Source: an optimization exercise on an open RTL-to-GDS flow (aim: small area, a short achievable clock period and few clock cycles per item). Production flows keep margins and buffers that such runs may drop. Function was not checked in any run shown here: the RTL went through the layout flow alone.

--- flow/flow/run.sh ---
#!/bin/bash
# Standard layout with two changes:
# - port buffers are buf_1 instead of the flow's default pick, a slow delay
#   cell; every port still gets its buffer;
# - after the standard synthesis, flow/invopt.py chooses the output polarity
#   of each full-adder cell (a full adder is self-dual) so that fewer
#   inverters are needed between adder cells. Registers, ports and all other
#   cells are left as the standard synthesis made them.
set -euo pipefail
cp standard.sh standard_sh.txt
export BUFFER_PORTS_ARGS="-buffer_cell sky130_fd_sc_hd__buf_1"
R=orfs/results/sky130hd/julian_day_converter/base
bash standard.sh synth > standard_synth.log 2>&1
cp $R/1_2_yosys.v yosys_netlist_standard.v
python3 flow/invopt.py yosys_netlist_standard.v $R/1_2_yosys.v > invopt.log 2>&1
touch $R/1_2_yosys.v
bash standard.sh > standard.log 2>&1
--- flow/flow/invopt.py ---
#!/usr/bin/env python3
"""Full-adder polarity pass on a mapped sky130hd netlist.

A full adder is self-dual: fa(~a, ~b, ~c) = ~fa(a, b, c) for both outputs.
Yosys's adder extraction leaves many inverters between adder cells. This pass
treats every inverter as a free negation, chooses for each fa cell whether it
computes the true or the complemented outputs, and then puts back one inverter
per net whose complement is still needed. Registers, ports and every other cell
are untouched; inverters that drive a port are kept.
usage: invopt.py IN.v OUT.v
"""
import re, sys

OUTPINS = {"X", "Y", "Q", "Q_N", "SUM", "COUT", "HI", "LO"}
src = open(sys.argv[1]).read()

inst_re = re.compile(r"^(\s*)(sky130_fd_sc_hd__\w+)\s+(\\\S+\s|\S+)\s*\((.*?)\);\n", re.S | re.M)
pin_re = re.compile(r"\.(\w+)\(\s*(\\\S+\s|[^()\s]+)\s*\)")

def norm(n):
    return n.strip()

# module ports
m = re.search(r"module\s+\w+\s*\((.*?)\);", src, re.S)
ports_out = set()
for d in re.finditer(r"^\s*output\s+(?:\[[^\]]*\]\s*)?(.*?);", src, re.M):
    pass
# output port nets: declared "output [..] name;" -> bits used as name[i] or name
outdecl = {}
for d in re.finditer(r"^\s*output\s+(\[(\d+):(\d+)\]\s*)?(\\\S+\s|\w+)\s*;", src, re.M):
    name = norm(d.group(4))
    outdecl[name] = (int(d.group(2)), int(d.group(3))) if d.group(1) else None

def is_out_port(net):
    base = re.sub(r"\[\d+\]$", "", net)
    return base in outdecl

insts = []
for mo in inst_re.finditer(src):
    typ, name, body = mo.group(2), norm(mo.group(3)), mo.group(4)
    pins = [(p, norm(n)) for p, n in pin_re.findall(body)]
    insts.append(dict(typ=typ, name=name, pins=pins, span=mo.span(), indent=mo.group(1)))

is_inv = lambda t: re.match(r"sky130_fd_sc_hd__(clk)?inv_\d+$", t) is not None
drv_inv = {}   # net Y -> net A for removable inverters
keep = set()
for i in insts:
    if is_inv(i["typ"]):
        d = dict(i["pins"])
        if is_out_port(d["Y"]):
            keep.add(i["name"])
        else:
            drv_inv[d["Y"]] = d["A"]

def resolve(net):
    par = 0
    while net in drv_inv:
        net = drv_inv[net]; par ^= 1
    return net, par

fa = [i for i in insts if i["typ"].startswith("sky130_fd_sc_hd__fa_")]
fa_idx = {i["name"]: k for k, i in enumerate(fa)}
out_of = {}   # base net -> fa index driving it
for k, i in enumerate(fa):
    for p, n in i["pins"]:
        if p in ("SUM", "COUT"):
            out_of[n] = k

# consumers: list of (inst index or None, pin, base net, parity)
cons = []
for i in insts:
    if is_inv(i["typ"]) and i["name"] not in keep:
        continue
    for p, n in i["pins"]:
        if p in OUTPINS:
            continue
        b, par = resolve(n)
        cons.append([i, p, b, par])
flip = [0] * len(fa)
by_net = {}
for c in cons:
    by_net.setdefault(c[2], []).append(c)
fa_in = {k: [] for k in range(len(fa))}
for c in cons:
    if c[0]["name"] in fa_idx:
        fa_in[fa_idx[c[0]["name"]]].append(c)

def need(c):
    b = c[2]
    ph = flip[out_of[b]] if b in out_of else 0
    f = flip[fa_idx[c[0]["name"]]] if c[0]["name"] in fa_idx else 0
    return c[3] ^ ph ^ f

def netcost(b):
    return 1 if any(need(c) for c in by_net.get(b, [])) else 0

def affected(k):
    nets = {c[2] for c in fa_in[k]}
    for p, n in fa[k]["pins"]:
        if p in ("SUM", "COUT"):
            nets.add(n)
    return nets

before = sum(netcost(b) for b in by_net)
improved = True
rounds = 0
while improved and rounds < 50:
    improved = False; rounds += 1
    for k in range(len(fa)):
        nets = affected(k)
        c0 = sum(netcost(b) for b in nets)
        flip[k] ^= 1
        c1 = sum(netcost(b) for b in nets)
        if c1 < c0:
            improved = True
        else:
            flip[k] ^= 1
after = sum(netcost(b) for b in by_net)
sys.stderr.write(f"inverters: {len(drv_inv)} removable, nets needing one before {before}, after {after}, fa flipped {sum(flip)}\n")

# rebuild
neg_name = {}
newwires = []
newinsts = []
def negnet(b):
    if b not in neg_name:
        k = len(neg_name)
        neg_name[b] = f"_invopt_n{k}_"
        newwires.append(neg_name[b])
        bn = b + " " if b.startswith("\\") else b
        newinsts.append(f"  sky130_fd_sc_hd__inv_1 _invopt_i{k}_ (\n    .A({bn}),\n    .Y({neg_name[b]})\n  );\n")
    return neg_name[b]

repl = {}
for c in cons:
    b = c[2]
    n = negnet(b) if need(c) else b
    repl[(c[0]["name"], c[1])] = n
out = []
pos = 0
for i in insts:
    s, e = i["span"]
    out.append(src[pos:s]); pos = e
    if is_inv(i["typ"]) and i["name"] not in keep:
        continue
    nm = i["name"] + " " if i["name"].startswith("\\") else i["name"]
    pl = []
    for p, n in i["pins"]:
        nn = repl.get((i["name"], p), n)
        if nn.startswith("\\"):
            nn += " "
        pl.append(f"    .{p}({nn})")
    out.append(f"{i['indent']}{i['typ']} {nm} (\n" + ",\n".join(pl) + "\n  );\n")
out.append(src[pos:])
txt = "".join(out)
# declare new wires and add new inverters before endmodule
idx = txt.rindex("endmodule")
decl = "".join(f"  wire {w};\n" for w in newwires)
txt = txt[:idx] + decl + "".join(newinsts) + txt[idx:]
open(sys.argv[2], "w").write(txt)
--- flow/standard.sh ---
#!/bin/bash
# synth_recipe.tcl (not shown) runs the flow's synth.tcl, then flattens the netlist and writes it again
# the make line also repeats each setting of config.mk as NAME=value (left out here)
make -C /OpenROAD-flow-scripts/flow DESIGN_CONFIG=/design/flow/config.mk WORK_HOME=/design/flow/orfs CLKGATE_MAP_FILE= SYNTH_SCRIPT=/design/flow/synth_recipe.tcl "${@:-finish}"
--- flow/config.mk ---
export PLATFORM = sky130hd
export DESIGN_NAME = julian_day_converter
export DESIGN_NICKNAME = julian_day_converter
export VERILOG_FILES = /design/flow/design.v
export SDC_FILE = /design/flow/constraint.sdc
export NUM_CORES = 4
export LEC_CHECK = 0
export CAP_MARGIN = 20
export CORE_MARGIN = 2
export CORE_UTILIZATION = 55
export SETUP_SLACK_MARGIN = 1.0
export SLEW_MARGIN = 20
--- flow/constraint.sdc ---
create_clock -name core_clock -period 6.0 [get_ports {clk}]
set_input_delay 1.2000 -clock core_clock [delete_from_list [all_inputs] [get_ports {clk}]]
set_output_delay 1.2000 -clock core_clock [all_outputs]
set_load 0.01 [all_outputs]
--- flow/design.v ---
package jdc_pkg;
  localparam int YEAR_W  = 14;
  localparam int MONTH_W = 4;
  localparam int DAY_W   = 5;
  localparam int JDN_W   = 23;
  localparam int TDATA_W = 48;
  localparam logic [22:0] JDN_EPOCH = 23'd1721119;   
  localparam logic [22:0] JDN_FIRST = 23'd1721426;   
  localparam logic [22:0] JDN_LAST  = 23'd5373484;   
  localparam logic [18:0] EST_OFS = 19'd37704;
endpackage
module jdc_ctrl (
  input  logic clk,
  input  logic rst_n,
  input  logic in_tvalid,
  input  logic out_tready,
  output logic en,
  output logic vld_out
);
  logic v1_r, v2_r, v3_r;
  assign en      = ~v3_r | out_tready;
  assign vld_out = v3_r;
  always_ff @(posedge clk) begin
    if (!rst_n) begin
      v1_r <= 1'b0;
      v2_r <= 1'b0;
      v3_r <= 1'b0;
    end else if (en) begin
      v1_r <= in_tvalid;
      v2_r <= v1_r;
      v3_r <= v2_r;
    end
  end
endmodule
module jdc_fwd (
  input  logic [13:0] year,
  input  logic [3:0]  month,
  input  logic [4:0]  day,
  output logic [13:0] y_mar,
  output logic [8:0]  tday
);
  logic       early;
  logic [8:0] tmon;
  assign early = (month <= 4'd2);
  always_comb begin
    if (year == 14'd0) y_mar = early ? 14'd0 : 14'd1;
    else               y_mar = year - {13'd0, early};
  end
  always_comb begin
    case (month)
      4'd0:  tmon = 9'd275;
      4'd1:  tmon = 9'd306;
      4'd2:  tmon = 9'd337;
      4'd3:  tmon = 9'd0;
      4'd4:  tmon = 9'd31;
      4'd5:  tmon = 9'd61;
      4'd6:  tmon = 9'd92;
      4'd7:  tmon = 9'd122;
      4'd8:  tmon = 9'd153;
      4'd9:  tmon = 9'd184;
      4'd10: tmon = 9'd214;
      4'd11: tmon = 9'd245;
      4'd12: tmon = 9'd275;
      4'd13: tmon = 9'd306;
      4'd14: tmon = 9'd337;
      default: tmon = 9'd367;
    endcase
  end
  assign tday = tmon + {4'd0, day};
endmodule
import jdc_pkg::*;
module jdc_inv_est (
  input  logic [22:0] n,
  output logic [13:0] y_est,
  output logic        err
);
  logic [16:0] sa, sb, p;
  logic [8:0]  plo, phi0, phi1;
  assign err   = (n < JDN_FIRST) || (n > JDN_LAST);
  logic e_c0, e_c1, e_c2, e_c3, e_c4, e_c5, e_c6, e_c7;
  logic e_c8, e_c9, e_c10, e_c11, e_c12, e_c13, e_c14, e_c15;
  logic e_c16, e_c17, e_c18, e_c19, e_c20, e_c21, e_c22, e_c23;
  logic e_c24, e_c25, e_c26, e_c27, e_c28, e_c29, e_c30, e_c31;
  logic e_c32, e_c33, e_c34, e_c35, e_c36, e_c37, e_c38, e_c39;
  logic e_c40, e_c41, e_c42, e_c43, e_c44, e_c45, e_c46, e_c47;
  logic e_c48, e_c49, e_c50, e_c51, e_c52, e_c53, e_c54, e_c55;
  logic e_c56, e_c57, e_c58, e_s0, e_s1, e_s2, e_s3, e_s4;
  logic e_s5, e_s6, e_s7, e_s8, e_s9, e_s10, e_s11, e_s12;
  logic e_s13, e_s14, e_s15, e_s16, e_s17, e_s18, e_s19, e_s20;
  logic e_s21, e_s22, e_s23, e_s24, e_s25, e_s26, e_s27, e_s28;
  logic e_s29, e_s30, e_s31, e_s32, e_s33, e_s34, e_s35, e_s36;
  logic e_s37, e_s38, e_s39, e_s40, e_s41, e_s42, e_s43, e_s44;
  logic e_s45, e_s46, e_s47, e_s48, e_s49, e_s50, e_s51, e_s52;
  logic e_s53, e_s54, e_s55, e_s56, e_s57, e_s58;
  assign e_s0 = n[7] ^ n[9];
  assign e_c0 = n[7] & n[9];
  assign e_s1 = n[8] ^ n[10];
  assign e_c1 = n[8] & n[10];
  assign e_s2 = n[9] ^ n[11] ^ n[12];
  assign e_c2 = (n[9] & n[11]) | (n[9] & n[12]) | (n[11] & n[12]);
  assign e_s3 = n[10] ^ n[12] ^ n[13];
  assign e_c3 = (n[10] & n[12]) | (n[10] & n[13]) | (n[12] & n[13]);
  assign e_s4 = n[11] ^ n[13] ^ n[14];
  assign e_c4 = (n[11] & n[13]) | (n[11] & n[14]) | (n[13] & n[14]);
  assign e_s5 = n[12] ^ n[14];
  assign e_c5 = n[12] & n[14];
  assign e_s6 = n[6] ^ n[8] ^ n[9];
  assign e_c6 = (n[6] & n[8]) | (n[6] & n[9]) | (n[8] & n[9]);
  assign e_s7 = n[10] ^ n[12] ^ ~n[15];
  assign e_c7 = (n[10] & n[12]) | (n[10] & ~n[15]) | (n[12] & ~n[15]);
  assign e_s8 = ~n[18] ^ 1'b1;
  assign e_c8 = ~n[18] & 1'b1;
  assign e_s9 = n[11] ^ n[13] ^ ~n[16];
  assign e_c9 = (n[11] & n[13]) | (n[11] & ~n[16]) | (n[13] & ~n[16]);
  assign e_s10 = ~n[19] ^ e_c0 ^ e_s1;
  assign e_c10 = (~n[19] & e_c0) | (~n[19] & e_s1) | (e_c0 & e_s1);
  assign e_s11 = n[14] ^ ~n[17] ^ ~n[20];
  assign e_c11 = (n[14] & ~n[17]) | (n[14] & ~n[20]) | (~n[17] & ~n[20]);
  assign e_s12 = 1'b1 ^ e_c1 ^ e_s2;
  assign e_c12 = (1'b1 & e_c1) | (1'b1 & e_s2) | (e_c1 & e_s2);
  assign e_s13 = n[15] ^ ~n[18] ^ ~n[21];
  assign e_c13 = (n[15] & ~n[18]) | (n[15] & ~n[21]) | (~n[18] & ~n[21]);
  assign e_s14 = 1'b1 ^ e_c2 ^ e_s3;
  assign e_c14 = (1'b1 & e_c2) | (1'b1 & e_s3) | (e_c2 & e_s3);
  assign e_s15 = n[16] ^ ~n[19] ^ ~n[22];
  assign e_c15 = (n[16] & ~n[19]) | (n[16] & ~n[22]) | (~n[19] & ~n[22]);
  assign e_s16 = 1'b1 ^ e_c3 ^ e_s4;
  assign e_c16 = (1'b1 & e_c3) | (1'b1 & e_s4) | (e_c3 & e_s4);
  assign e_s17 = n[15] ^ n[17] ^ ~n[20];
  assign e_c17 = (n[15] & n[17]) | (n[15] & ~n[20]) | (n[17] & ~n[20]);
  assign e_s18 = 1'b1 ^ e_c4 ^ e_s5;
  assign e_c18 = (1'b1 & e_c4) | (1'b1 & e_s5) | (e_c4 & e_s5);
  assign e_s19 = n[13] ^ n[15] ^ n[16];
  assign e_c19 = (n[13] & n[15]) | (n[13] & n[16]) | (n[15] & n[16]);
  assign e_s20 = n[18] ^ ~n[21] ^ e_c5;
  assign e_c20 = (n[18] & ~n[21]) | (n[18] & e_c5) | (~n[21] & e_c5);
  assign e_s21 = n[14] ^ n[16] ^ n[17];
  assign e_c21 = (n[14] & n[16]) | (n[14] & n[17]) | (n[16] & n[17]);
  assign e_s22 = n[19] ^ ~n[22];
  assign e_c22 = n[19] & ~n[22];
  assign e_s23 = n[15] ^ n[17] ^ n[18];
  assign e_c23 = (n[15] & n[17]) | (n[15] & n[18]) | (n[17] & n[18]);
  assign e_s24 = n[20] ^ 1'b1;
  assign e_c24 = n[20] & 1'b1;
  assign e_s25 = n[16] ^ n[18] ^ n[19];
  assign e_c25 = (n[16] & n[18]) | (n[16] & n[19]) | (n[18] & n[19]);
  assign e_s26 = n[17] ^ n[19] ^ n[20];
  assign e_c26 = (n[17] & n[19]) | (n[17] & n[20]) | (n[19] & n[20]);
  assign e_s27 = n[11] ^ ~n[14];
  assign e_c27 = n[11] & ~n[14];
  assign e_s28 = e_s0 ^ e_c6 ^ e_s7;
  assign e_c28 = (e_s0 & e_c6) | (e_s0 & e_s7) | (e_c6 & e_s7);
  assign e_s29 = e_c7 ^ e_c8 ^ e_s9;
  assign e_c29 = (e_c7 & e_c8) | (e_c7 & e_s9) | (e_c8 & e_s9);
  assign e_s30 = e_c9 ^ e_c10 ^ e_s11;
  assign e_c30 = (e_c9 & e_c10) | (e_c9 & e_s11) | (e_c10 & e_s11);
  assign e_s31 = e_c11 ^ e_c12 ^ e_s13;
  assign e_c31 = (e_c11 & e_c12) | (e_c11 & e_s13) | (e_c12 & e_s13);
  assign e_s32 = e_c13 ^ e_c14 ^ e_s15;
  assign e_c32 = (e_c13 & e_c14) | (e_c13 & e_s15) | (e_c14 & e_s15);
  assign e_s33 = e_c15 ^ e_c16 ^ e_s17;
  assign e_c33 = (e_c15 & e_c16) | (e_c15 & e_s17) | (e_c16 & e_s17);
  assign e_s34 = e_c17 ^ e_c18 ^ e_s19;
  assign e_c34 = (e_c17 & e_c18) | (e_c17 & e_s19) | (e_c18 & e_s19);
  assign e_s35 = e_c19 ^ e_c20 ^ e_s21;
  assign e_c35 = (e_c19 & e_c20) | (e_c19 & e_s21) | (e_c20 & e_s21);
  assign e_s36 = e_c21 ^ e_c22 ^ e_s23;
  assign e_c36 = (e_c21 & e_c22) | (e_c21 & e_s23) | (e_c22 & e_s23);
  assign e_s37 = n[21] ^ e_c23 ^ e_c24;
  assign e_c37 = (n[21] & e_c23) | (n[21] & e_c24) | (e_c23 & e_c24);
  assign e_s38 = n[22] ^ 1'b1 ^ e_c25;
  assign e_c38 = (n[22] & 1'b1) | (n[22] & e_c25) | (1'b1 & e_c25);
  assign e_s39 = n[18] ^ n[20] ^ n[21];
  assign e_c39 = (n[18] & n[20]) | (n[18] & n[21]) | (n[20] & n[21]);
  assign e_s40 = n[19] ^ n[21] ^ n[22];
  assign e_c40 = (n[19] & n[21]) | (n[19] & n[22]) | (n[21] & n[22]);
  assign e_s41 = n[20] ^ n[22];
  assign e_c41 = n[20] & n[22];
  assign e_s42 = ~n[17] ^ e_s6;
  assign e_c42 = ~n[17] & e_s6;
  assign e_s43 = e_s8 ^ e_c27 ^ e_s28;
  assign e_c43 = (e_s8 & e_c27) | (e_s8 & e_s28) | (e_c27 & e_s28);
  assign e_s44 = e_s10 ^ e_c28 ^ e_s29;
  assign e_c44 = (e_s10 & e_c28) | (e_s10 & e_s29) | (e_c28 & e_s29);
  assign e_s45 = e_s12 ^ e_c29 ^ e_s30;
  assign e_c45 = (e_s12 & e_c29) | (e_s12 & e_s30) | (e_c29 & e_s30);
  assign e_s46 = e_s14 ^ e_c30 ^ e_s31;
  assign e_c46 = (e_s14 & e_c30) | (e_s14 & e_s31) | (e_c30 & e_s31);
  assign e_s47 = e_s16 ^ e_c31 ^ e_s32;
  assign e_c47 = (e_s16 & e_c31) | (e_s16 & e_s32) | (e_c31 & e_s32);
  assign e_s48 = e_s18 ^ e_c32 ^ e_s33;
  assign e_c48 = (e_s18 & e_c32) | (e_s18 & e_s33) | (e_c32 & e_s33);
  assign e_s49 = e_s20 ^ e_c33 ^ e_s34;
  assign e_c49 = (e_s20 & e_c33) | (e_s20 & e_s34) | (e_c33 & e_s34);
  assign e_s50 = e_s22 ^ e_c34 ^ e_s35;
  assign e_c50 = (e_s22 & e_c34) | (e_s22 & e_s35) | (e_c34 & e_s35);
  assign e_s51 = e_s24 ^ e_c35 ^ e_s36;
  assign e_c51 = (e_s24 & e_c35) | (e_s24 & e_s36) | (e_c35 & e_s36);
  assign e_s52 = e_s25 ^ e_c36 ^ e_s37;
  assign e_c52 = (e_s25 & e_c36) | (e_s25 & e_s37) | (e_c36 & e_s37);
  assign e_s53 = e_s26 ^ e_c37 ^ e_s38;
  assign e_c53 = (e_s26 & e_c37) | (e_s26 & e_s38) | (e_c37 & e_s38);
  assign e_s54 = e_c26 ^ e_c38 ^ e_s39;
  assign e_c54 = (e_c26 & e_c38) | (e_c26 & e_s39) | (e_c38 & e_s39);
  assign e_s55 = 1'b1 ^ e_c39 ^ e_s40;
  assign e_c55 = (1'b1 & e_c39) | (1'b1 & e_s40) | (e_c39 & e_s40);
  assign e_s56 = 1'b1 ^ e_c40 ^ e_s41;
  assign e_c56 = (1'b1 & e_c40) | (1'b1 & e_s41) | (e_c40 & e_s41);
  assign e_s57 = n[21] ^ e_c41;
  assign e_c57 = n[21] & e_c41;
  assign e_s58 = n[22] ^ 1'b1;
  assign e_c58 = n[22] & 1'b1;
  assign sa = {e_c57, e_c56, e_c55, e_c54, e_c53, e_c52, e_c51, e_c50, e_c49, e_c48, e_c47, e_c46, e_c45, e_c44, e_c43, e_c42, e_s27};
  assign sb = {e_s58, e_s57, e_s56, e_s55, e_s54, e_s53, e_s52, e_s51, e_s50, e_s49, e_s48, e_s47, e_s46, e_s45, e_s44, e_s43, e_s42};
  assign plo   = {1'b0, sa[7:0]} + {1'b0, sb[7:0]};
  assign phi0  = sa[16:8] + sb[16:8];
  assign phi1  = sa[16:8] + sb[16:8] + 9'd1;
  assign p     = {plo[8] ? phi1 : phi0, plo[7:0]};
  assign y_est = p[16:3];
endmodule
module jdc_inv_mon (
  input  logic [8:0]  doy,       
  output logic [3:0]  m          
);
  always_comb begin
    if      (doy >= 9'd337) m = 4'd11;
    else if (doy >= 9'd306) m = 4'd10;
    else if (doy >= 9'd275) m = 4'd9;
    else if (doy >= 9'd245) m = 4'd8;
    else if (doy >= 9'd214) m = 4'd7;
    else if (doy >= 9'd184) m = 4'd6;
    else if (doy >= 9'd153) m = 4'd5;
    else if (doy >= 9'd122) m = 4'd4;
    else if (doy >= 9'd92)  m = 4'd3;
    else if (doy >= 9'd61)  m = 4'd2;
    else if (doy >= 9'd31)  m = 4'd1;
    else                    m = 4'd0;
  end
endmodule
module jdc_inv_dec (
  input  logic [3:0]  m,         
  input  logic [4:0]  doy_lo,    
  input  logic        corr,      
  input  logic [13:0] y_est,
  output logic [13:0] year,
  output logic [3:0]  month,
  output logic [4:0]  day
);
  logic [4:0] start;             
  logic       jf;
  assign start = (m == 4'd0)  ? 5'(9'd0)   :
                 (m == 4'd1)  ? 5'(9'd31)  :
                 (m == 4'd2)  ? 5'(9'd61)  :
                 (m == 4'd3)  ? 5'(9'd92)  :
                 (m == 4'd4)  ? 5'(9'd122) :
                 (m == 4'd5)  ? 5'(9'd153) :
                 (m == 4'd6)  ? 5'(9'd184) :
                 (m == 4'd7)  ? 5'(9'd214) :
                 (m == 4'd8)  ? 5'(9'd245) :
                 (m == 4'd9)  ? 5'(9'd275) :
                 (m == 4'd10) ? 5'(9'd306) : 5'(9'd337);
  assign jf    = (m >= 4'd10);
  assign month = jf ? (m - 4'd9) : (m + 4'd3);
  assign day   = 5'(doy_lo - start + 5'd1);
  assign year  = y_est + {12'd0, corr & jf, corr ^ jf};
endmodule
import jdc_pkg::*;
module julian_day_converter (
  input  logic                         clk,
  input  logic                         rst_n,
  input  logic                         in_tvalid,
  output logic                         in_tready,
  input  logic [jdc_pkg::TDATA_W-1:0]  in_tdata,
  input  logic                         in_tuser,
  output logic                         out_tvalid,
  input  logic                         out_tready,
  output logic [jdc_pkg::TDATA_W-1:0]  out_tdata,
  output logic                         out_tuser
);
  logic        en;
  logic [13:0] y_mar, y_est;
  logic [8:0]  tday;
  logic        err0;
  logic [13:0] x1_r;      
  logic [9:0]  z1_r;      
  logic        op1_r, err1_r;
  logic [11:0] q;
  logic [15:0] cprod, ca, cb;
  logic [7:0]  cent;
  logic        r99, leap;
  logic [22:0] p, pa, pb;
  logic [9:0]  p2_r;      
  logic [13:0] w2_r;      
  logic [7:0]  c2_r;
  logic        leap2_r, op2_r, err2_r;
  logic [22:0] g, ga, gb;
  logic [9:0]  doy_c;
  logic        corr;
  logic [8:0]  doy;
  logic [3:0]  mon;
  logic [13:0] w3_r;      
  logic [9:0]  d3_r;      
  logic        op3_r, err3_r;
  logic [13:0] year_d;
  logic [3:0]  month_d;
  logic [4:0]  day_d;
  jdc_ctrl u_ctrl (
    .clk        (clk),
    .rst_n      (rst_n),
    .in_tvalid  (in_tvalid),
    .out_tready (out_tready),
    .en         (en),
    .vld_out    (out_tvalid)
  );
  jdc_fwd u_fwd (
    .year  (in_tdata[13:0]),
    .month (in_tdata[17:14]),
    .day   (in_tdata[22:18]),
    .y_mar (y_mar),
    .tday  (tday)
  );
  jdc_inv_est u_est (
    .n     (in_tdata[45:23]),
    .y_est (y_est),
    .err   (err0)
  );
  assign in_tready = en;
  always_ff @(posedge clk) begin
    if (en) begin
      x1_r   <= in_tuser ? y_est : y_mar;
      z1_r   <= in_tuser ? ~in_tdata[32:23] : {1'b0, tday};
      op1_r  <= in_tuser;
      err1_r <= in_tuser & err0;
    end
  end
  assign q     = x1_r[13:2];
  logic q_c0, q_c1, q_c2, q_c3, q_c4, q_c5, q_c6, q_c7;
  logic q_c8, q_c9, q_c10, q_c11, q_c12, q_c13, q_c14, q_c15;
  logic q_c16, q_c17, q_c18, q_c19, q_c20, q_c21, q_c22, q_c23;
  logic q_c24, q_s0, q_s1, q_s2, q_s3, q_s4, q_s5, q_s6;
  logic q_s7, q_s8, q_s9, q_s10, q_s11, q_s12, q_s13, q_s14;
  logic q_s15, q_s16, q_s17, q_s18, q_s19, q_s20, q_s21, q_s22;
  logic q_s23, q_s24;
  assign q_s0 = q[0] ^ q[2];
  assign q_c0 = q[0] & q[2];
  assign q_s1 = q[1] ^ q[3] ^ q[6];
  assign q_c1 = (q[1] & q[3]) | (q[1] & q[6]) | (q[3] & q[6]);
  assign q_s2 = q[2] ^ q[4] ^ q[7];
  assign q_c2 = (q[2] & q[4]) | (q[2] & q[7]) | (q[4] & q[7]);
  assign q_s3 = q[3] ^ q[5] ^ q[8];
  assign q_c3 = (q[3] & q[5]) | (q[3] & q[8]) | (q[5] & q[8]);
  assign q_s4 = q[4] ^ q[6] ^ q[9];
  assign q_c4 = (q[4] & q[6]) | (q[4] & q[9]) | (q[6] & q[9]);
  assign q_s5 = q[5] ^ q[7] ^ q[10];
  assign q_c5 = (q[5] & q[7]) | (q[5] & q[10]) | (q[7] & q[10]);
  assign q_s6 = q[6] ^ q[8] ^ q[11];
  assign q_c6 = (q[6] & q[8]) | (q[6] & q[11]) | (q[8] & q[11]);
  assign q_s7 = q[7] ^ q[9];
  assign q_c7 = q[7] & q[9];
  assign q_s8 = q[8] ^ q[10];
  assign q_c8 = q[8] & q[10];
  assign q_s9 = q[9] ^ q[11];
  assign q_c9 = q[9] & q[11];
  assign q_s10 = q[2] ^ ~q[7];
  assign q_c10 = q[2] & ~q[7];
  assign q_s11 = q[0] ^ q[3] ^ ~q[8];
  assign q_c11 = (q[0] & q[3]) | (q[0] & ~q[8]) | (q[3] & ~q[8]);
  assign q_s12 = q[1] ^ q[4] ^ ~q[9];
  assign q_c12 = (q[1] & q[4]) | (q[1] & ~q[9]) | (q[4] & ~q[9]);
  assign q_s13 = q[5] ^ ~q[10] ^ q_s0;
  assign q_c13 = (q[5] & ~q[10]) | (q[5] & q_s0) | (~q[10] & q_s0);
  assign q_s14 = ~q[11] ^ q_c0 ^ q_s1;
  assign q_c14 = (~q[11] & q_c0) | (~q[11] & q_s1) | (q_c0 & q_s1);
  assign q_s15 = 1'b1 ^ q_c1 ^ q_s2;
  assign q_c15 = (1'b1 & q_c1) | (1'b1 & q_s2) | (q_c1 & q_s2);
  assign q_s16 = 1'b1 ^ q_c2 ^ q_s3;
  assign q_c16 = (1'b1 & q_c2) | (1'b1 & q_s3) | (q_c2 & q_s3);
  assign q_s17 = 1'b1 ^ q_c3 ^ q_s4;
  assign q_c17 = (1'b1 & q_c3) | (1'b1 & q_s4) | (q_c3 & q_s4);
  assign q_s18 = 1'b1 ^ q_c4 ^ q_s5;
  assign q_c18 = (1'b1 & q_c4) | (1'b1 & q_s5) | (q_c4 & q_s5);
  assign q_s19 = 1'b1 ^ q_c5 ^ q_s6;
  assign q_c19 = (1'b1 & q_c5) | (1'b1 & q_s6) | (q_c5 & q_s6);
  assign q_s20 = 1'b1 ^ q_c6 ^ q_s7;
  assign q_c20 = (1'b1 & q_c6) | (1'b1 & q_s7) | (q_c6 & q_s7);
  assign q_s21 = 1'b1 ^ q_c7 ^ q_s8;
  assign q_c21 = (1'b1 & q_c7) | (1'b1 & q_s8) | (q_c7 & q_s8);
  assign q_s22 = 1'b1 ^ q_c8 ^ q_s9;
  assign q_c22 = (1'b1 & q_c8) | (1'b1 & q_s9) | (q_c8 & q_s9);
  assign q_s23 = q[10] ^ 1'b1 ^ q_c9;
  assign q_c23 = (q[10] & 1'b1) | (q[10] & q_c9) | (1'b1 & q_c9);
  assign q_s24 = q[11] ^ 1'b1;
  assign q_c24 = q[11] & 1'b1;
  assign ca = {1'b1, q_c23, q_c22, q_c21, q_c20, q_c19, q_c18, q_c17, q_c16, q_c15, q_c14, q_c13, q_c12, q_c11, q_c10, 1'b1};
  assign cb = {q_c24, q_s24, q_s23, q_s22, q_s21, q_s20, q_s19, q_s18, q_s17, q_s16, q_s15, q_s14, q_s13, q_s12, q_s11, q_s10};
  assign cprod = ca + cb;
  assign cent  = cprod[15:8];
  assign r99   = (x1_r[1:0] == 2'b11) && (cprod[7:0] >= 8'd246);
  assign leap  = (x1_r[1:0] == 2'b11) && (!r99 || (cent[1:0] == 2'b11));
  logic f_c0, f_c1, f_c2, f_c3, f_c4, f_c5, f_c6, f_c7;
  logic f_c8, f_c9, f_c10, f_c11, f_c12, f_c13, f_c14, f_c15;
  logic f_c16, f_c17, f_c18, f_c19, f_c20, f_c21, f_c22, f_c23;
  logic f_c24, f_c25, f_c26, f_c27, f_c28, f_c29, f_c30, f_c31;
  logic f_c32, f_c33, f_c34, f_c35, f_c36, f_c37, f_c38, f_c39;
  logic f_c40, f_c41, f_c42, f_c43, f_c44, f_c45, f_c46, f_c47;
  logic f_c48, f_c49, f_c50, f_c51, f_c52, f_c53, f_c54, f_c55;
  logic f_c56, f_c57, f_c58, f_c59, f_c60, f_c61, f_c62, f_c63;
  logic f_c64, f_c65, f_c66, f_c67, f_c68, f_c69, f_c70, f_c71;
  logic f_c72, f_c73, f_s0, f_s1, f_s2, f_s3, f_s4, f_s5;
  logic f_s6, f_s7, f_s8, f_s9, f_s10, f_s11, f_s12, f_s13;
  logic f_s14, f_s15, f_s16, f_s17, f_s18, f_s19, f_s20, f_s21;
  logic f_s22, f_s23, f_s24, f_s25, f_s26, f_s27, f_s28, f_s29;
  logic f_s30, f_s31, f_s32, f_s33, f_s34, f_s35, f_s36, f_s37;
  logic f_s38, f_s39, f_s40, f_s41, f_s42, f_s43, f_s44, f_s45;
  logic f_s46, f_s47, f_s48, f_s49, f_s50, f_s51, f_s52, f_s53;
  logic f_s54, f_s55, f_s56, f_s57, f_s58, f_s59, f_s60, f_s61;
  logic f_s62, f_s63, f_s64, f_s65, f_s66, f_s67, f_s68, f_s69;
  logic f_s70, f_s71, f_s72, f_s73;
  assign f_s0 = x1_r[0] ^ x1_r[1];
  assign f_c0 = x1_r[0] & x1_r[1];
  assign f_s1 = x1_r[1] ^ x1_r[2] ^ x1_r[4];
  assign f_c1 = (x1_r[1] & x1_r[2]) | (x1_r[1] & x1_r[4]) | (x1_r[2] & x1_r[4]);
  assign f_s2 = x1_r[0] ^ x1_r[2] ^ x1_r[3];
  assign f_c2 = (x1_r[0] & x1_r[2]) | (x1_r[0] & x1_r[3]) | (x1_r[2] & x1_r[3]);
  assign f_s3 = x1_r[5] ^ x1_r[6];
  assign f_c3 = x1_r[5] & x1_r[6];
  assign f_s4 = x1_r[1] ^ x1_r[3] ^ x1_r[4];
  assign f_c4 = (x1_r[1] & x1_r[3]) | (x1_r[1] & x1_r[4]) | (x1_r[3] & x1_r[4]);
  assign f_s5 = x1_r[6] ^ x1_r[7] ^ x1_r[9];
  assign f_c5 = (x1_r[6] & x1_r[7]) | (x1_r[6] & x1_r[9]) | (x1_r[7] & x1_r[9]);
  assign f_s6 = x1_r[2] ^ x1_r[4] ^ x1_r[5];
  assign f_c6 = (x1_r[2] & x1_r[4]) | (x1_r[2] & x1_r[5]) | (x1_r[4] & x1_r[5]);
  assign f_s7 = x1_r[7] ^ x1_r[8];
  assign f_c7 = x1_r[7] & x1_r[8];
  assign f_s8 = x1_r[3] ^ x1_r[5] ^ x1_r[6];
  assign f_c8 = (x1_r[3] & x1_r[5]) | (x1_r[3] & x1_r[6]) | (x1_r[5] & x1_r[6]);
  assign f_s9 = x1_r[8] ^ x1_r[9];
  assign f_c9 = x1_r[8] & x1_r[9];
  assign f_s10 = x1_r[4] ^ x1_r[6] ^ x1_r[7];
  assign f_c10 = (x1_r[4] & x1_r[6]) | (x1_r[4] & x1_r[7]) | (x1_r[6] & x1_r[7]);
  assign f_s11 = x1_r[5] ^ x1_r[7];
  assign f_c11 = x1_r[5] & x1_r[7];
  assign f_s12 = x1_r[0] ^ x1_r[1];
  assign f_c12 = x1_r[0] & x1_r[1];
  assign f_s13 = x1_r[1] ^ x1_r[2] ^ x1_r[4];
  assign f_c13 = (x1_r[1] & x1_r[2]) | (x1_r[1] & x1_r[4]) | (x1_r[2] & x1_r[4]);
  assign f_s14 = x1_r[0] ^ x1_r[2] ^ x1_r[3];
  assign f_c14 = (x1_r[0] & x1_r[2]) | (x1_r[0] & x1_r[3]) | (x1_r[2] & x1_r[3]);
  assign f_s15 = x1_r[5] ^ x1_r[7];
  assign f_c15 = x1_r[5] & x1_r[7];
  assign f_s16 = x1_r[3] ^ x1_r[4] ^ x1_r[6];
  assign f_c16 = (x1_r[3] & x1_r[4]) | (x1_r[3] & x1_r[6]) | (x1_r[4] & x1_r[6]);
  assign f_s17 = x1_r[8] ^ z1_r[6] ^ f_s0;
  assign f_c17 = (x1_r[8] & z1_r[6]) | (x1_r[8] & f_s0) | (z1_r[6] & f_s0);
  assign f_s18 = x1_r[5] ^ x1_r[7] ^ x1_r[9];
  assign f_c18 = (x1_r[5] & x1_r[7]) | (x1_r[5] & x1_r[9]) | (x1_r[7] & x1_r[9]);
  assign f_s19 = z1_r[7] ^ f_c0 ^ f_s1;
  assign f_c19 = (z1_r[7] & f_c0) | (z1_r[7] & f_s1) | (f_c0 & f_s1);
  assign f_s20 = x1_r[8] ^ x1_r[10] ^ z1_r[8];
  assign f_c20 = (x1_r[8] & x1_r[10]) | (x1_r[8] & z1_r[8]) | (x1_r[10] & z1_r[8]);
  assign f_s21 = f_c1 ^ f_s2 ^ f_s3;
  assign f_c21 = (f_c1 & f_s2) | (f_c1 & f_s3) | (f_s2 & f_s3);
  assign f_s22 = x1_r[11] ^ z1_r[9] ^ f_c2;
  assign f_c22 = (x1_r[11] & z1_r[9]) | (x1_r[11] & f_c2) | (z1_r[9] & f_c2);
  assign f_s23 = f_c3 ^ f_s4 ^ f_s5;
  assign f_c23 = (f_c3 & f_s4) | (f_c3 & f_s5) | (f_s4 & f_s5);
  assign f_s24 = x1_r[10] ^ x1_r[12] ^ f_c4;
  assign f_c24 = (x1_r[10] & x1_r[12]) | (x1_r[10] & f_c4) | (x1_r[12] & f_c4);
  assign f_s25 = f_c5 ^ f_s6 ^ f_s7;
  assign f_c25 = (f_c5 & f_s6) | (f_c5 & f_s7) | (f_s6 & f_s7);
  assign f_s26 = x1_r[11] ^ x1_r[13] ^ f_c6;
  assign f_c26 = (x1_r[11] & x1_r[13]) | (x1_r[11] & f_c6) | (x1_r[13] & f_c6);
  assign f_s27 = f_c7 ^ f_s8 ^ f_s9;
  assign f_c27 = (f_c7 & f_s8) | (f_c7 & f_s9) | (f_s8 & f_s9);
  assign f_s28 = x1_r[9] ^ x1_r[10] ^ x1_r[12];
  assign f_c28 = (x1_r[9] & x1_r[10]) | (x1_r[9] & x1_r[12]) | (x1_r[10] & x1_r[12]);
  assign f_s29 = f_c8 ^ f_c9 ^ f_s10;
  assign f_c29 = (f_c8 & f_c9) | (f_c8 & f_s10) | (f_c9 & f_s10);
  assign f_s30 = x1_r[8] ^ x1_r[10] ^ x1_r[11];
  assign f_c30 = (x1_r[8] & x1_r[10]) | (x1_r[8] & x1_r[11]) | (x1_r[10] & x1_r[11]);
  assign f_s31 = x1_r[13] ^ f_c10 ^ f_s11;
  assign f_c31 = (x1_r[13] & f_c10) | (x1_r[13] & f_s11) | (f_c10 & f_s11);
  assign f_s32 = x1_r[6] ^ x1_r[8] ^ x1_r[9];
  assign f_c32 = (x1_r[6] & x1_r[8]) | (x1_r[6] & x1_r[9]) | (x1_r[8] & x1_r[9]);
  assign f_s33 = x1_r[11] ^ x1_r[12] ^ f_c11;
  assign f_c33 = (x1_r[11] & x1_r[12]) | (x1_r[11] & f_c11) | (x1_r[12] & f_c11);
  assign f_s34 = x1_r[7] ^ x1_r[9] ^ x1_r[10];
  assign f_c34 = (x1_r[7] & x1_r[9]) | (x1_r[7] & x1_r[10]) | (x1_r[9] & x1_r[10]);
  assign f_s35 = x1_r[12] ^ x1_r[13];
  assign f_c35 = x1_r[12] & x1_r[13];
  assign f_s36 = x1_r[8] ^ x1_r[10] ^ x1_r[11];
  assign f_c36 = (x1_r[8] & x1_r[10]) | (x1_r[8] & x1_r[11]) | (x1_r[10] & x1_r[11]);
  assign f_s37 = x1_r[0] ^ x1_r[2];
  assign f_c37 = x1_r[0] & x1_r[2];
  assign f_s38 = x1_r[3] ^ x1_r[5] ^ z1_r[3];
  assign f_c38 = (x1_r[3] & x1_r[5]) | (x1_r[3] & z1_r[3]) | (x1_r[5] & z1_r[3]);
  assign f_s39 = x1_r[6] ^ z1_r[4] ^ f_c12;
  assign f_c39 = (x1_r[6] & z1_r[4]) | (x1_r[6] & f_c12) | (z1_r[4] & f_c12);
  assign f_s40 = z1_r[5] ^ f_c13 ^ f_s14;
  assign f_c40 = (z1_r[5] & f_c13) | (z1_r[5] & f_s14) | (f_c13 & f_s14);
  assign f_s41 = f_c14 ^ f_c15 ^ f_s16;
  assign f_c41 = (f_c14 & f_c15) | (f_c14 & f_s16) | (f_c15 & f_s16);
  assign f_s42 = f_c16 ^ f_c17 ^ f_s18;
  assign f_c42 = (f_c16 & f_c17) | (f_c16 & f_s18) | (f_c17 & f_s18);
  assign f_s43 = f_c18 ^ f_c19 ^ f_s20;
  assign f_c43 = (f_c18 & f_c19) | (f_c18 & f_s20) | (f_c19 & f_s20);
  assign f_s44 = f_c20 ^ f_c21 ^ f_s22;
  assign f_c44 = (f_c20 & f_c21) | (f_c20 & f_s22) | (f_c21 & f_s22);
  assign f_s45 = f_c22 ^ f_c23 ^ f_s24;
  assign f_c45 = (f_c22 & f_c23) | (f_c22 & f_s24) | (f_c23 & f_s24);
  assign f_s46 = f_c24 ^ f_c25 ^ f_s26;
  assign f_c46 = (f_c24 & f_c25) | (f_c24 & f_s26) | (f_c25 & f_s26);
  assign f_s47 = f_c26 ^ f_c27 ^ f_s28;
  assign f_c47 = (f_c26 & f_c27) | (f_c26 & f_s28) | (f_c27 & f_s28);
  assign f_s48 = f_c28 ^ f_c29 ^ f_s30;
  assign f_c48 = (f_c28 & f_c29) | (f_c28 & f_s30) | (f_c29 & f_s30);
  assign f_s49 = f_c30 ^ f_c31 ^ f_s32;
  assign f_c49 = (f_c30 & f_c31) | (f_c30 & f_s32) | (f_c31 & f_s32);
  assign f_s50 = f_c32 ^ f_c33 ^ f_s34;
  assign f_c50 = (f_c32 & f_c33) | (f_c32 & f_s34) | (f_c33 & f_s34);
  assign f_s51 = x1_r[13] ^ f_c34 ^ f_c35;
  assign f_c51 = (x1_r[13] & f_c34) | (x1_r[13] & f_c35) | (f_c34 & f_c35);
  assign f_s52 = x1_r[9] ^ x1_r[11] ^ x1_r[12];
  assign f_c52 = (x1_r[9] & x1_r[11]) | (x1_r[9] & x1_r[12]) | (x1_r[11] & x1_r[12]);
  assign f_s53 = x1_r[10] ^ x1_r[12];
  assign f_c53 = x1_r[10] & x1_r[12];
  assign f_s54 = x1_r[0] ^ x1_r[2];
  assign f_c54 = x1_r[0] & x1_r[2];
  assign f_s55 = x1_r[1] ^ x1_r[3] ^ z1_r[1];
  assign f_c55 = (x1_r[1] & x1_r[3]) | (x1_r[1] & z1_r[1]) | (x1_r[3] & z1_r[1]);
  assign f_s56 = x1_r[4] ^ z1_r[2] ^ f_s37;
  assign f_c56 = (x1_r[4] & z1_r[2]) | (x1_r[4] & f_s37) | (z1_r[2] & f_s37);
  assign f_s57 = f_s12 ^ f_c37 ^ f_s38;
  assign f_c57 = (f_s12 & f_c37) | (f_s12 & f_s38) | (f_c37 & f_s38);
  assign f_s58 = f_s13 ^ f_c38 ^ f_s39;
  assign f_c58 = (f_s13 & f_c38) | (f_s13 & f_s39) | (f_c38 & f_s39);
  assign f_s59 = f_s15 ^ f_c39 ^ f_s40;
  assign f_c59 = (f_s15 & f_c39) | (f_s15 & f_s40) | (f_c39 & f_s40);
  assign f_s60 = f_s17 ^ f_c40 ^ f_s41;
  assign f_c60 = (f_s17 & f_c40) | (f_s17 & f_s41) | (f_c40 & f_s41);
  assign f_s61 = f_s19 ^ f_c41 ^ f_s42;
  assign f_c61 = (f_s19 & f_c41) | (f_s19 & f_s42) | (f_c41 & f_s42);
  assign f_s62 = f_s21 ^ f_c42 ^ f_s43;
  assign f_c62 = (f_s21 & f_c42) | (f_s21 & f_s43) | (f_c42 & f_s43);
  assign f_s63 = f_s23 ^ f_c43 ^ f_s44;
  assign f_c63 = (f_s23 & f_c43) | (f_s23 & f_s44) | (f_c43 & f_s44);
  assign f_s64 = f_s25 ^ f_c44 ^ f_s45;
  assign f_c64 = (f_s25 & f_c44) | (f_s25 & f_s45) | (f_c44 & f_s45);
  assign f_s65 = f_s27 ^ f_c45 ^ f_s46;
  assign f_c65 = (f_s27 & f_c45) | (f_s27 & f_s46) | (f_c45 & f_s46);
  assign f_s66 = f_s29 ^ f_c46 ^ f_s47;
  assign f_c66 = (f_s29 & f_c46) | (f_s29 & f_s47) | (f_c46 & f_s47);
  assign f_s67 = f_s31 ^ f_c47 ^ f_s48;
  assign f_c67 = (f_s31 & f_c47) | (f_s31 & f_s48) | (f_c47 & f_s48);
  assign f_s68 = f_s33 ^ f_c48 ^ f_s49;
  assign f_c68 = (f_s33 & f_c48) | (f_s33 & f_s49) | (f_c48 & f_s49);
  assign f_s69 = f_s35 ^ f_c49 ^ f_s50;
  assign f_c69 = (f_s35 & f_c49) | (f_s35 & f_s50) | (f_c49 & f_s50);
  assign f_s70 = f_s36 ^ f_c50 ^ f_s51;
  assign f_c70 = (f_s36 & f_c50) | (f_s36 & f_s51) | (f_c50 & f_s51);
  assign f_s71 = f_c36 ^ f_c51 ^ f_s52;
  assign f_c71 = (f_c36 & f_c51) | (f_c36 & f_s52) | (f_c51 & f_s52);
  assign f_s72 = x1_r[13] ^ f_c52 ^ f_s53;
  assign f_c72 = (x1_r[13] & f_c52) | (x1_r[13] & f_s53) | (f_c52 & f_s53);
  assign f_s73 = x1_r[11] ^ x1_r[13] ^ f_c53;
  assign f_c73 = (x1_r[11] & x1_r[13]) | (x1_r[11] & f_c53) | (x1_r[13] & f_c53);
  assign pa = {1'b0, x1_r[13], x1_r[12], f_c72, f_c71, f_c70, f_c69, f_c68, f_c67, f_c66, f_c65, f_c64, f_c63, f_c62, f_c61, f_c60, f_c59, f_c58, f_c57, f_c56, f_c55, f_c54, z1_r[0]};
  assign pb = {1'b0, 1'b0, f_c73, f_s73, f_s72, f_s71, f_s70, f_s69, f_s68, f_s67, f_s66, f_s65, f_s64, f_s63, f_s62, f_s61, f_s60, f_s59, f_s58, f_s57, f_s56, f_s55, f_s54};
  assign p = pa + pb;
  always_ff @(posedge clk) begin
    if (en) begin
      p2_r    <= p[9:0];
      w2_r    <= op1_r ? x1_r : {1'b0, p[22:10]};
      c2_r    <= cent;
      leap2_r <= leap;
      op2_r   <= op1_r;
      err2_r  <= err1_r;
    end
  end
  logic g_c0, g_c1, g_c2, g_c3, g_c4, g_c5, g_c6, g_c7;
  logic g_c8, g_c9, g_c10, g_c11, g_c12, g_c13, g_s0, g_s1;
  logic g_s2, g_s3, g_s4, g_s5, g_s6, g_s7, g_s8, g_s9;
  logic g_s10, g_s11, g_s12, g_s13;
  assign g_s0 = p2_r[0] ^ ~c2_r[0];
  assign g_c0 = p2_r[0] & ~c2_r[0];
  assign g_s1 = p2_r[1] ^ ~c2_r[1];
  assign g_c1 = p2_r[1] & ~c2_r[1];
  assign g_s2 = p2_r[2] ^ ~c2_r[2];
  assign g_c2 = p2_r[2] & ~c2_r[2];
  assign g_s3 = p2_r[3] ^ ~c2_r[3];
  assign g_c3 = p2_r[3] & ~c2_r[3];
  assign g_s4 = p2_r[4] ^ ~c2_r[4];
  assign g_c4 = p2_r[4] & ~c2_r[4];
  assign g_s5 = p2_r[5] ^ ~c2_r[5] ^ c2_r[7];
  assign g_c5 = (p2_r[5] & ~c2_r[5]) | (p2_r[5] & c2_r[7]) | (~c2_r[5] & c2_r[7]);
  assign g_s6 = c2_r[2] ^ op2_r;
  assign g_c6 = c2_r[2] & op2_r;
  assign g_s7 = c2_r[3] ^ g_c0 ^ g_s1;
  assign g_c7 = (c2_r[3] & g_c0) | (c2_r[3] & g_s1) | (g_c0 & g_s1);
  assign g_s8 = c2_r[4] ^ g_c1 ^ g_s2;
  assign g_c8 = (c2_r[4] & g_c1) | (c2_r[4] & g_s2) | (g_c1 & g_s2);
  assign g_s9 = c2_r[5] ^ g_c2 ^ g_s3;
  assign g_c9 = (c2_r[5] & g_c2) | (c2_r[5] & g_s3) | (g_c2 & g_s3);
  assign g_s10 = c2_r[6] ^ g_c3 ^ g_s4;
  assign g_c10 = (c2_r[6] & g_c3) | (c2_r[6] & g_s4) | (g_c3 & g_s4);
  assign g_s11 = 1'b1 ^ g_c4 ^ g_s5;
  assign g_c11 = (1'b1 & g_c4) | (1'b1 & g_s5) | (g_c4 & g_s5);
  assign g_s12 = p2_r[6] ^ ~c2_r[6] ^ g_c5;
  assign g_c12 = (p2_r[6] & ~c2_r[6]) | (p2_r[6] & g_c5) | (~c2_r[6] & g_c5);
  assign g_s13 = p2_r[7] ^ ~c2_r[7];
  assign g_c13 = p2_r[7] & ~c2_r[7];
  assign ga = {w2_r[12], w2_r[11], w2_r[10], w2_r[9], w2_r[8], w2_r[7], w2_r[6], w2_r[5], w2_r[4], w2_r[3], w2_r[2], w2_r[1], w2_r[0], p2_r[9], p2_r[8], g_c12, g_c11, g_c10, g_c9, g_c8, g_c7, g_c6, g_s0};
  assign gb = {1'b0, 1'b0, 1'b1, 1'b1, 1'b0, 1'b1, 1'b0, 1'b0, 1'b1, 1'b0, 1'b0, 1'b0, 1'b0, 1'b1, g_c13, g_s13, g_s12, g_s11, g_s10, g_s9, g_s8, g_s7, g_s6};
  assign g     = ga + gb;
  assign doy_c = ~g[9:0];
  assign corr  = leap2_r ? (doy_c >= 10'd366) : (doy_c >= 10'd365);
  assign doy   = corr ? 9'(doy_c - (leap2_r ? 10'd366 : 10'd365)) : doy_c[8:0];
  jdc_inv_mon u_mon (
    .doy (doy),
    .m   (mon)
  );
  always_ff @(posedge clk) begin
    if (en) begin
      w3_r   <= op2_r ? w2_r : {1'b0, g[22:10]};
      d3_r   <= op2_r ? {corr, mon, doy[4:0]} : g[9:0];
      op3_r  <= op2_r;
      err3_r <= err2_r;
    end
  end
  jdc_inv_dec u_dec (
    .m      (d3_r[8:5]),
    .doy_lo (d3_r[4:0]),
    .corr   (d3_r[9]),
    .y_est  (w3_r),
    .year   (year_d),
    .month  (month_d),
    .day    (day_d)
  );
  always_comb begin
    out_tdata = '0;
    out_tuser = 1'b0;
    if (!op3_r) begin
      out_tdata[22:0] = {w3_r[12:0], d3_r};
    end else if (err3_r) begin
      out_tuser = 1'b1;
    end else begin
      out_tdata[36:23] = year_d;
      out_tdata[40:37] = month_d;
      out_tdata[45:41] = day_d;
    end
  end
endmodule
==> results.py, run 1 <==
metrics = {
    "critical_path": {
        "cp_data_required_time_ps": 6070,
        "crit_path_end_kind": "register",
        "cp-start-kind": "register",
        "timing_worst_setup_path_type": "reg -> reg",
        "rrSetupSlack_ps": 1150,
        "rr_worst_depth": 15,
        "critPathMaxFanout": 5,
        "critical_path.reg2reg.endpoint": "w2_r[12]$_DFFE_PP_",
        "worstReg2RegStart": "x1_r[3]$_DFFE_PP_",
        "crit_arrival_ps": 4920,
    },
    "timing": {
        "slew_headroom_pct": 44.4,
        "worst_slack_ps": 1150,
        "period_minus_slack_ps": 4850,
        "clock-skew-final_ps": 7.57,
        "fin_tns_setup_ps": 0,
        "slew_violations": 0,
        "tightest_slew_ps": 814,
        "finalCritPeriodShare_pct": 80.8,
        "max_freq_mhz": 206,
        "hold_viol": 0,
        "hold_slack_ps": 434,
        "rsz0062_at_grt": "yes",
        "setup_viol": 0,
    },
    "cells_and_area": {
        "drive_above_1_share_pct": 9.58,
        "utilization_pct": 62.7,
        "area_delta_synth_final_pct": 11.8,
        "layout.nets": 1633,
        "antenna_cells": 0,
    },
    "floorplan": {
        "ios": 104,
        "die_area_um2": 22700,
        "die_y_um": 151,
        "rows": 53,
        "initial_utilization_pct": 56.1,
        "die_w_um": 151,
        "coreArea_um2": 21100,
    },
    "cts": {
        "cts_sinks": 90,
        "numCtsBuffers": 9,
        "cts_hold_buf": 0,
        "h-tree-depth": 3,
        "cts_buffer_depth": 2,
        "clk_latency_ps": 350,
        "cts_tree": "yes",
        "path_clk_slew_ps": 60,
        "cts_root_buf": "clkbuf_16",
    },
    "synth": {
        "yosysWarningCount": 4,
        "synth_area_um2": 11800,
        "syn_inst": 1194,
        "avgSynthCellArea_um2": 9.91,
    },
    "flow_run": {
        "maxCapViolations": 0,
    },
    "worst_hold_path": {
        "whs_path_depth": 0,
        "worstHoldEndpoint": "err2_r$_DFFE_PP_",
        "hp-start": "err1_r$_DFFE_PP_",
        "holdCritPathClass": "reg -> reg",
    },
    "drt": {
        "first_pass_iters": 4,
        "wl_per_cell_um": 16.6,
        "via_per_inst": 5.59,
        "first_iter_violations": 308,
        "drtAntennaViolNets": 0,
        "drt-total-wl_um": 26600,
        "vias": 8956,
        "drc": 0,
    },
    "placement": {
        "post-place-ws_ps": 423,
        "dp_hpwl_um": 22100,
        "globalplace.congestion": 0.838,
        "port_buffers": 99,
    },
    "global_routing": {
        "grt_use_met1_pct": 32.1,
        "met2_usage_pct": 41.9,
        "gr-usage-all-layers_pct": 24.5,
        "grt_most_used_layer": "met2",
        "grt_util_met3_pct": 3.36,
        "grt_pass1_vias": 8621,
        "overflow": 0,
        "grt_pass1_wl_um": 43300,
        "antenna_found_initial": 0,
        "grt_max_degree": 90,
    },
    "run_status": {
        "outcome": "finished clean",
    },
}
[cells in the final DEF (no fill, tap or decap), types with 12 or more instances in the layout]
cell and count:
ha_1 131, inv_1 127, a21oi_1 66, xor2_1 46, o21ai_0 51, nor3_1 24, nor2_1 87, nor2b_1 32
buf_1 90, nand2_1 65, edfxtp_1 87, o21a_1 12, and2_1 15, xnor2_1 61, buf_4 38, fa_1 119
nand3_1 16, o21bai_1 15
[worst max-delay path, cell delays in order (launching register included)]
cell,delay [ps]
edfxtp_1,450
buf_4,180
fa_1,560
fa_1,430
fa_1,510
ha_2,310
a211o_1,310
a211oi_2,240
o31ai_2,120
a211oi_2,210
nor3_2,80
o41a_1,350
a41o_1,240
o41ai_4,340
o21ba_2,170
o31ai_1,60
[state kept, by name (all words and copies together) (netlist names)]
name and flops:
c2_r 8, d3_r 10, err1_r 1, err2_r 1, err3_r 1, leap2_r 1
op1_r 1, op2_r 1, op3_r 1, p2_r 10, u_ctrl.v1_r 1, u_ctrl.v2_r 1
u_ctrl.v3_r 1, w2_r 14, w3_r 14, x1_r 14, z1_r 10
[how the worst max path moves through the flow]
stage	startpoint	to	slack (ps)	depth (start not counted)
2_1_floorplan	in_tdata[31]	x1_r[12]$_DFFE_PP_	1110	15
3_3_place_gp	in_tdata[40]	x1_r[10]$_DFFE_PP_	500	16
3_5_place_dp	in_tdata[40]	x1_r[10]$_DFFE_PP_	420	16
4_1_cts	x1_r[1]$_DFFE_PP_	w2_r[12]$_DFFE_PP_	970	15
5_1_grt	x1_r[2]$_DFFE_PP_	w2_r[12]$_DFFE_PP_	950	15
6_report	x1_r[3]$_DFFE_PP_	w2_r[12]$_DFFE_PP_	1150	15
[final cells by class]
type                            count  area [um^2]
Clock buffer                       10          239
Clock inverter                      6         65.1
Fill cell                        1823         7860
Inverter                          129          485
Multi-Input combinational cell    953         8740
Sequential cell                    90         2670
Tap cell                          275          344
Timing Repair Buffer              138          682
[layer usage]
| metal | wire length, um | vias to the layer above | share of wire (%) |
|---|---|---|---|
| met3 | 866 | 29 | 3.3 |
| met2 | 13200 | 164 | 50 |
| li1 | - | 4449 | - |
| met1 | 11800 | 4314 | 44 |
| met5 | 0 | - | 0 |
| met4 | 699 | 0 | 2.6 |
[metrics by stage]
step	cell area, um^2	instances
2_1_floorplan	11800	1195
3_3_place_gp	12600	1562
3_5_place_dp	12600	1562
4_1_cts	13000	1589
5_1_grt	13200	1601
6_report	13200	1601
[timing repair]
item	in CTS	in global routing
endpoints found under the setup margin	11	15
buffers inserted	11	12
gates resized for setup	10	37
pin swaps	0	26
==> run 2, diff against run 1 <==
--- a/flow/config.mk
+++ b/flow/config.mk
@@ -9,4 +9,4 @@
 export CORE_MARGIN = 2
 export CORE_UTILIZATION = 55
-export SETUP_SLACK_MARGIN = 1.0
+export SETUP_SLACK_MARGIN = 1.3
 export SLEW_MARGIN = 20
==> run 2 against run 1 <==
Net effect: clock skew is 1.0 ps higher; synthesized cell count stayed put; first-iteration DRC count is 16% higher; cell count is 1.3% higher; largest cell class unchanged; utilization is 2.0 points higher; non-clock buffer count is 21 higher; count of clock-buffer cells in the layout is 1 lower; fmax is 2.8% higher; critical path depth is 1 higher; setup slack better by 130 ps; hold slack worse by 12 ps.
==> results.py, run 2 <==
metrics = {
    "cells_and_area": {
        "fin_cells": 1622,
        "layout_commonest_cell": "ha_1",
        "antenna_cells": 0,
        "top_regs": "w2_r x14, w3_r x14, x1_r x14",
        "area_delta_synth_final_pct": 15.4,
        "n_fill_cell": 1828,
        "layout_common_cells": "ha_1, inv_1, fa_1",
        "utilization_pct": 64.7,
        "drive_above_1_share_pct": 14.0,
        "layout.nets": 1654,
    },
    "timing": {
        "slew_violations": 0,
        "fin_tns_setup_ps": 0,
        "tightest_slew_ps": 870,
        "clock-skew-final_ps": 8.56,
        "max_freq_mhz": 212,
        "hold_viol": 0,
        "setup_viol": 0,
        "hold_slack_ps": 422,
        "slew_headroom_pct": 40.5,
        "rsz0062_at_grt": "yes",
        "period_minus_slack_ps": 4710,
        "worst_slack_ps": 1290,
        "finalCritPeriodShare_pct": 78.5,
    },
    "cts": {
        "cts_hold_buf": 0,
        "cts_tree": "yes",
        "cts_sinks": 90,
        "cts_buffer_depth": 2,
        "path_clk_slew_ps": 70,
        "h-tree-depth": 3,
        "numCtsBuffers": 9,
        "clk_latency_ps": 360,
        "cts_root_buf": "clkbuf_16",
    },
    "placement": {
        "placed_cells": 1557,
        "port_buffers": 99,
        "dp_hpwl_um": 21600,
        "post-place-ws_ps": 584,
        "globalplace.congestion": 0.898,
    },
    "synth": {
        "syn_inst": 1194,
        "avgSynthCellArea_um2": 9.91,
        "yosysWarningCount": 4,
        "synth_area_um2": 11800,
    },
    "floorplan": {
        "die_y_um": 151,
        "coreArea_um2": 21100,
        "ios": 104,
        "die_area_um2": 22700,
        "rows": 53,
        "die_w_um": 151,
        "initial_utilization_pct": 56.1,
    },
    "drt": {
        "via_per_inst": 5.59,
        "wl_per_cell_um": 16.5,
        "drt-total-wl_um": 26800,
        "first_pass_iters": 5,
        "first_iter_violations": 356,
        "vias": 9061,
        "drc": 0,
        "drtAntennaViolNets": 0,
    },
    "worst_hold_path": {
        "holdCritPathClass": "reg -> reg",
        "whs_path_depth": 0,
    },
    "critical_path": {
        "crit_arrival_ps": 4800,
        "rr_worst_depth": 16,
        "max_stage_delay_ps": 580,
        "worstReg2RegStart": "x1_r[3]$_DFFE_PP_",
        "crit_chain": "buf_6, fa_2, buf_6, fa_2, fa_1, fa_1, ha_4, a21oi_4, o31ai_4, a211oi_2, nor3_2, o41a_1, a41o_1, o41ai_4, o21ba_2, o31ai_1",
        "rrSetupSlack_ps": 1290,
        "cp_slowest_cell": "fa_1",
        "cp_data_required_time_ps": 6080,
        "cp-start-kind": "register",
        "crit_path_end": "w2_r[12]$_DFFE_PP_",
        "critical_path.reg2reg.endpoint": "w2_r[12]$_DFFE_PP_",
        "timing_worst_setup_path_type": "reg -> reg",
        "critPathLaunch": "x1_r[3]$_DFFE_PP_",
        "crit_path_end_kind": "register",
        "critPathMaxFanout": 4,
    },
    "flow_run": {
        "maxCapViolations": 0,
    },
    "global_routing": {
        "gr-usage-all-layers_pct": 24.6,
        "antenna_found_initial": 0,
        "grt_util_met3_pct": 2.42,
        "grt_max_degree": 90,
        "grt_most_used_layer": "met2",
        "grt_pass1_wl_um": 43800,
        "overflow": 0,
        "grt_pass1_vias": 8989,
        "grt_use_met1_pct": 30.6,
        "met2_usage_pct": 45.5,
    },
    "run_status": {
        "outcome": "finished clean",
    },
}
-- run 2: area by class of cell --
type	count	area (um^2)	area share, %
Tap cell	275	344	2.52
Sequential cell	90	2670	19.6
Clock inverter	7	81.3	0.596
Inverter	129	489	3.58
Multi-Input combinational cell	953	8940	65.5
Clock buffer	9	225	1.65
Timing Repair Buffer	159	892	6.54
-- run 2: worst max-delay path, delay by kind of cell (launching register included) --
family	cells	cell delay, ps
buffers and inverters	2	290
adders and majority gates	5	2120
and+or+nand+nor	1	80
DFF	1	410
AOI/OAI and AO/OA	8	1570
-- run 2: metrics by stage --
| step | instance area (um^2) |
|---|---|
| 2_1_floorplan | 11900 |
| 3_3_place_gp | 12600 |
| 3_5_place_dp | 12600 |
| 4_1_cts | 13300 |
| 5_1_grt | 13600 |
| 6_report | 13600 |
-- run 2: worst min-delay path by stage --
stage                           from                to  slack (ps)
global route        err1_r$_DFFE_PP_  err2_r$_DFFE_PP_         430
finish              err1_r$_DFFE_PP_  err2_r$_DFFE_PP_         420
detailed placement  err1_r$_DFFE_PP_  err2_r$_DFFE_PP_         410
CTS                 err1_r$_DFFE_PP_  err2_r$_DFFE_PP_         420
floorplan           err1_r$_DFFE_PP_  err2_r$_DFFE_PP_         400
global placement    err2_r$_DFFE_PP_  err3_r$_DFFE_PP_         400
-- run 2: routing by layer --
layer | wire length, um | up-vias
met5 | 0 | -
met4 | 520 | 0
met3 | 812 | 29
met2 | 13900 | 170
met1 | 11600 | 4366
li1 | - | 4496
-- run 2: timing repair --
action / CTS / global route
pin swaps: 31 / 43
endpoints found under the setup margin: 19 / 22
gates resized for setup: 42 / 58
setup buffers: 28 / 21

what the ideal ports hide:
How much do the figures lean on ideal ports? The routed layouts below were timed once more, with nothing changed but the port constraints. Step 1 sets driving cells, clkbuf_16 on the clock port and buf_2 on the other inputs (assumed; they add their load-dependent delay and slew). Step 2 adds t to the input delays and takes it off the output delays; t is the mean of the earliest and latest rising clock arrival at the registers after step 1. Input paths then give back, and output paths get back, about the clock's delay inside the block. Slacks: no drivers / after step 1 / after step 2; pairs: no drivers / after step 1.
run	t, ns	setup slack, ns	hold slack, ns
run 1	0.392	1.153 / 1.153 / 0.868	0.434 / 0.434 / 0.434
run 2	0.396	1.288 / 1.288 / 0.964	0.422 / 0.422 / 0.422
After both steps setup and hold are still met in every run listed. The setup slack of run 2, which loses most, moves by 0.000 ns with the drivers and by -0.324 ns with both steps.
